This design comes from an exercise in tuning for small area, a short achievable clock period and few clock cycles on the open sky130 flow, not from production work. Function was checked by simulation only, so behaviour that the tests miss may differ from the original. No activity file was given, so power comes from the tool's default toggle rates.

==> flow/design.v <==
package fmap_pkg;
    localparam int PIXEL_W    = 16;
    localparam int MAP_W      = 16;
    localparam int SEG_PIXELS = 16;   
    localparam int MEM_ADDR_W = 32;
    localparam int MEM_DATA_W = 32;
    localparam int PX_ADDR_W  = 20;
    localparam int LEN_W      = 4;    
    typedef logic [PIXEL_W-1:0]    pixel_t;
    typedef logic [MEM_DATA_W-1:0] mem_word_t;
    typedef logic [MEM_ADDR_W-1:0] mem_addr_t;
    typedef logic [PX_ADDR_W-1:0]  px_addr_t;
    typedef logic [MAP_W-1:0]      sparsity_map_t;
    typedef logic [4:0] pop_count_t;
    typedef logic [8:0] dim_t;
    typedef logic [9:0] fmap_cnt_t;
endpackage
`timescale 1ns/100ps
module sparse_fmap_loader (
    input  logic                         clk,
    input  logic                         rst_n,
    input  logic                         start,
    input  fmap_pkg::mem_addr_t          cfg_read_addr,
    input  fmap_pkg::dim_t               cfg_width,
    input  fmap_pkg::dim_t               cfg_height,
    input  fmap_pkg::fmap_cnt_t          cfg_num_fmap,
    output logic                         mem_req,
    output fmap_pkg::mem_addr_t          mem_addr,
    output logic [fmap_pkg::LEN_W-1:0]   mem_len,
    input  logic                         mem_grant,
    input  fmap_pkg::mem_word_t          mem_din,
    input  logic                         mem_vld,
    input  logic                         mem_fin,
    output logic                         px_req,
    input  logic                         px_grant,
    output fmap_pkg::px_addr_t           px_addr,
    output logic                         px_wr_vld,
    output fmap_pkg::pixel_t             px_dout,
    output logic                         track_write,
    output fmap_pkg::px_addr_t           track_din,
    output logic                         busy,
    output logic                         done
);
    logic [4:0] cseg_m1;    
    logic [9:0] cfm_m1;     
    logic [4:0] fcol;       
    logic [9:0] ffm;        
    logic [8:0] frow;       
    logic       f_last_row;
    logic       f_last_frame;
    assign f_last_row   = (fcol == 5'd0) && (ffm == 10'd0);
    assign f_last_frame = f_last_row && (frow == 9'd0);
    typedef enum logic [2:0] {I_IDLE, I_MAP, I_MWAIT, I_PIX, I_SLOT} istate_t;
    istate_t istate;
    logic    accept;
    logic    map_acc;
    logic    map_in;     
    logic    map_zero;   
    logic        n_valid;    
    logic        n_have;     
    logic        n_wv;       
    logic        n_ready;    
    logic        n_lr;       
    logic        n_lf;       
    logic [15:0] n_map;
    logic [4:0]  n_w;
    logic [3:0]  n_len;
    logic        ret_pix;
    logic [31:0] wbuf [8];
    logic [2:0]  wp;
    logic [7:0]  rp1;        
    logic [7:0]  rp1_d;
    logic [3:0]  freec;
    logic        wr;
    logic        adv;
    typedef enum logic [1:0] {B_EMPTY, B_REQ, B_BURST} bstate_t;
    bstate_t     bstate;
    logic        bursting;
    logic [15:0] b_map;      
    logic        b_lr;
    logic        b_lf;
    logic [3:0]  beat;
    logic        half;       
    logic        half_d;
    logic [4:0]  zleft;      
    logic        bit_set;
    logic        bit_d;
    logic        last_beat;
    logic        move;
    logic        half_n;
    logic        can_pix;
    logic [15:0] seg_cnt;    
    logic [15:0] px_d;
    function automatic logic [2:0] ones4(input logic [3:0] n);
        ones4 = 3'(n[0]) + 3'(n[1]) + 3'(n[2]) + 3'(n[3]);
    endfunction
    assign n_len     = 4'((n_w + 5'd1) >> 1);
    assign accept    = mem_req && mem_grant;
    assign map_in    = mem_vld && !ret_pix;
    assign map_zero  = (mem_din[31:16] == 16'h0000);
    assign map_acc   = accept && (istate == I_MAP);
    assign wr        = mem_vld && ret_pix;
    assign bursting  = (bstate == B_BURST);
    assign bit_set   = b_map[15];
    assign last_beat = bursting && (beat == 4'd15);
    assign move      = (n_ready || (wr && mem_fin)) && ((bstate == B_EMPTY) || last_beat);
    assign half_n = bit_set ? ~half : half;
    assign adv    = bursting && ((bit_set && half) || (last_beat && half_n));
    assign rp1_d  = adv ? {rp1[6:0], rp1[7]} : rp1;
    assign half_d = bursting ? (half_n && !last_beat) : half;
    assign bit_d  = bursting ? b_map[14] : b_map[15];
    assign can_pix = ({1'b0, n_len} <= freec) ||
                     (bursting && ({1'b0, zleft} + {2'b00, n_len} <= {1'b0, freec, half} + 6'd2));
    always_comb begin
        px_d = 16'h0000;
        for (int i = 0; i < 8; i++) begin
            px_d = px_d | ({16{bit_d && rp1_d[i] && !half_d}} & wbuf[i][15:0])
                        | ({16{bit_d && rp1_d[i] &&  half_d}} & wbuf[i][31:16]);
        end
    end
    assign px_wr_vld = bursting;
    assign px_addr   = {seg_cnt, 4'b0000};
    assign track_din = {seg_cnt, 4'b0000};
    always_ff @(posedge clk) begin
        if (wr) wbuf[wp] <= mem_din;
        px_dout <= px_d;
        n_w     <= 5'({2'b00, ones4(n_map[15:12])} + {2'b00, ones4(n_map[11:8])}) +
                   5'({2'b00, ones4(n_map[7:4])}   + {2'b00, ones4(n_map[3:0])});
    end
    always_ff @(posedge clk) begin
        if (start) begin
            cseg_m1 <= 5'((cfg_width - 9'd1) >> 4);
            cfm_m1  <= cfg_num_fmap - 10'd1;
        end
        if (start) begin
            fcol <= 5'((cfg_width - 9'd1) >> 4);
            ffm  <= cfg_num_fmap - 10'd1;
            frow <= cfg_height - 9'd1;
        end else if (map_acc) begin
            if (fcol != 5'd0) begin
                fcol <= fcol - 5'd1;
            end else begin
                fcol <= cseg_m1;
                if (ffm != 10'd0) begin
                    ffm <= ffm - 10'd1;
                end else begin
                    ffm  <= cfm_m1;
                    frow <= frow - 9'd1;
                end
            end
        end
        if (map_acc) begin
            n_lr <= f_last_row;
            n_lf <= f_last_frame;
        end
    end
    always_ff @(posedge clk or negedge rst_n) begin
        if (!rst_n) begin
            istate  <= I_IDLE;
            mem_req <= 1'b0;
        end else begin
            case (istate)
                I_IDLE: if (start) begin
                    mem_req <= 1'b1;
                    istate  <= I_MAP;
                end
                I_MAP: if (mem_grant) begin
                    mem_req <= 1'b0;
                    istate  <= I_MWAIT;
                end
                I_MWAIT: if (map_in && map_zero) begin
                    istate <= n_lf ? I_IDLE : I_SLOT;
                end else if (n_wv && can_pix) begin
                    mem_req <= 1'b1;
                    istate  <= I_PIX;
                end
                I_PIX: if (mem_grant) begin
                    mem_req <= 1'b0;
                    istate  <= n_lf ? I_IDLE : I_SLOT;
                end
                I_SLOT: if (!n_valid || move) begin
                    mem_req <= 1'b1;
                    istate  <= I_MAP;
                end
                default: istate <= I_IDLE;
            endcase
        end
    end
    always_ff @(posedge clk) begin
        if (start && (istate == I_IDLE)) begin
            mem_addr <= cfg_read_addr;
        end else if (accept) begin
            mem_addr <= mem_addr + {26'd0, mem_len, 2'b00};
        end
        if (istate == I_MWAIT) mem_len <= n_len;
        else if (istate != I_PIX) mem_len <= 4'd1;
    end
    always_ff @(posedge clk or negedge rst_n) begin
        if (!rst_n) begin
            n_valid <= 1'b0;
            n_have  <= 1'b0;
            n_wv    <= 1'b0;
            n_ready <= 1'b0;
            ret_pix <= 1'b0;
        end else begin
            n_wv <= n_have && !move;
            if (map_acc) n_valid <= 1'b1;
            if (mem_vld) begin
                if (!ret_pix) begin
                    n_have  <= 1'b1;
                    n_ready <= map_zero;
                    ret_pix <= !map_zero;
                end else if (mem_fin) begin
                    n_ready <= 1'b1;
                    ret_pix <= 1'b0;
                end
            end
            if (move) begin
                n_valid <= 1'b0;
                n_have  <= 1'b0;
                n_ready <= 1'b0;
            end
        end
    end
    always_ff @(posedge clk) begin
        if (map_in) n_map <= mem_din[31:16];
    end
    always_ff @(posedge clk or negedge rst_n) begin
        if (!rst_n) begin
            wp    <= '0;
            rp1   <= 8'd1;
            half  <= 1'b0;
            freec <= 4'd8;
        end else begin
            if (wr) wp <= wp + 3'd1;
            rp1   <= rp1_d;
            half  <= half_d;
            freec <= freec - 4'(wr) + 4'(adv);
        end
    end
    always_ff @(posedge clk) begin
        if (start) seg_cnt <= '0;
        else if (last_beat) seg_cnt <= seg_cnt + 16'd1;
        if (move) zleft <= 5'd16 - n_w;
        else if (bursting && !bit_set) zleft <= zleft - 5'd1;
        if (move) begin
            b_map <= n_map;
            b_lr  <= n_lr;
            b_lf  <= n_lf;
        end else if (bursting) begin
            b_map <= {b_map[14:0], 1'b1};
        end
    end
    always_ff @(posedge clk or negedge rst_n) begin
        if (!rst_n) begin
            bstate      <= B_EMPTY;
            px_req      <= 1'b0;
            beat        <= '0;
            track_write <= 1'b0;
            done        <= 1'b0;
            busy        <= 1'b0;
        end else begin
            track_write <= last_beat && b_lr;
            done        <= last_beat && b_lf;
            if (start) busy <= 1'b1;
            else if (done) busy <= 1'b0;
            if (bursting) beat <= beat + 4'd1;
            case (bstate)
                B_REQ: if (px_grant) begin
                    px_req <= 1'b0;
                    bstate <= B_BURST;
                end
                B_BURST: if (last_beat) bstate <= B_EMPTY;
                default: ;
            endcase
            if (move) begin
                bstate <= B_REQ;
                px_req <= 1'b1;
            end
        end
    end
endmodule
make LEC_CHECK=0 CAP_MARGIN=20 CORE_MARGIN=2 CORE_UTILIZATION=40 SLEW_MARGIN=20 finish   # period 5.5 ns
run.sh (not shown) runs the stock make flow with config.mk's settings and CLKGATE_MAP_FILE= SYNTH_SCRIPT=/design/flow/synth_recipe.tcl, a recipe that flattens the netlist after the stock synthesis.
The first run produced a clean layout.
Testbench counts at the start, summed over its fixed seeds: cycles 40,763.
==> next run, changes <==
Settings changed: ABC_CLOCK_PERIOD_IN_PS from default to 2800, SETUP_SLACK_MARGIN from default to 2.5.
After rerunning: Sequential cell count stays the same. Setup slack is better by 150 ps. Global-route usage came out higher by 0.44 points. Fmax went up by 4.4%. Sequential power hardly moves. Cell area grows by 1.7%. Total power climbs by 2.0%. Wire length is higher by 2.3%.

==> what the ideal ports hide <==
The flow's constraints put no driver on any port. The routed layouts listed below were extracted and timed again, unchanged, in two steps. Step 1 sets driving cells, clkbuf_16 on the clock port and buf_2 on the other inputs (assumed; they add their load-dependent delay and slew). Step 2 moves the port delays by t, midway between the first and last clock arrival at a register: inputs arrive t later, outputs are due t later. That takes back most of the time a late clock gives input paths. Three values: no drivers, after step 1, after step 2; two values: the first two.
run | shift t [ns] | slack for setup (ns) | hold slack, ns | worst setup path at the end | cell pins on the clock port's net
the first run | 0.637 | 1.952 / 1.898 / 1.513 | 0.434 / 0.434 / 0.434 | input to register | 1
the second run | 0.633 | 2.101 / 2.101 / 1.909 | 0.427 / 0.427 / 0.427 | input to register | 1
After both steps setup and hold are still met in every run listed. The setup slack of the first run, which loses most, moves by -0.054 ns with the drivers and by -0.439 ns with both steps.
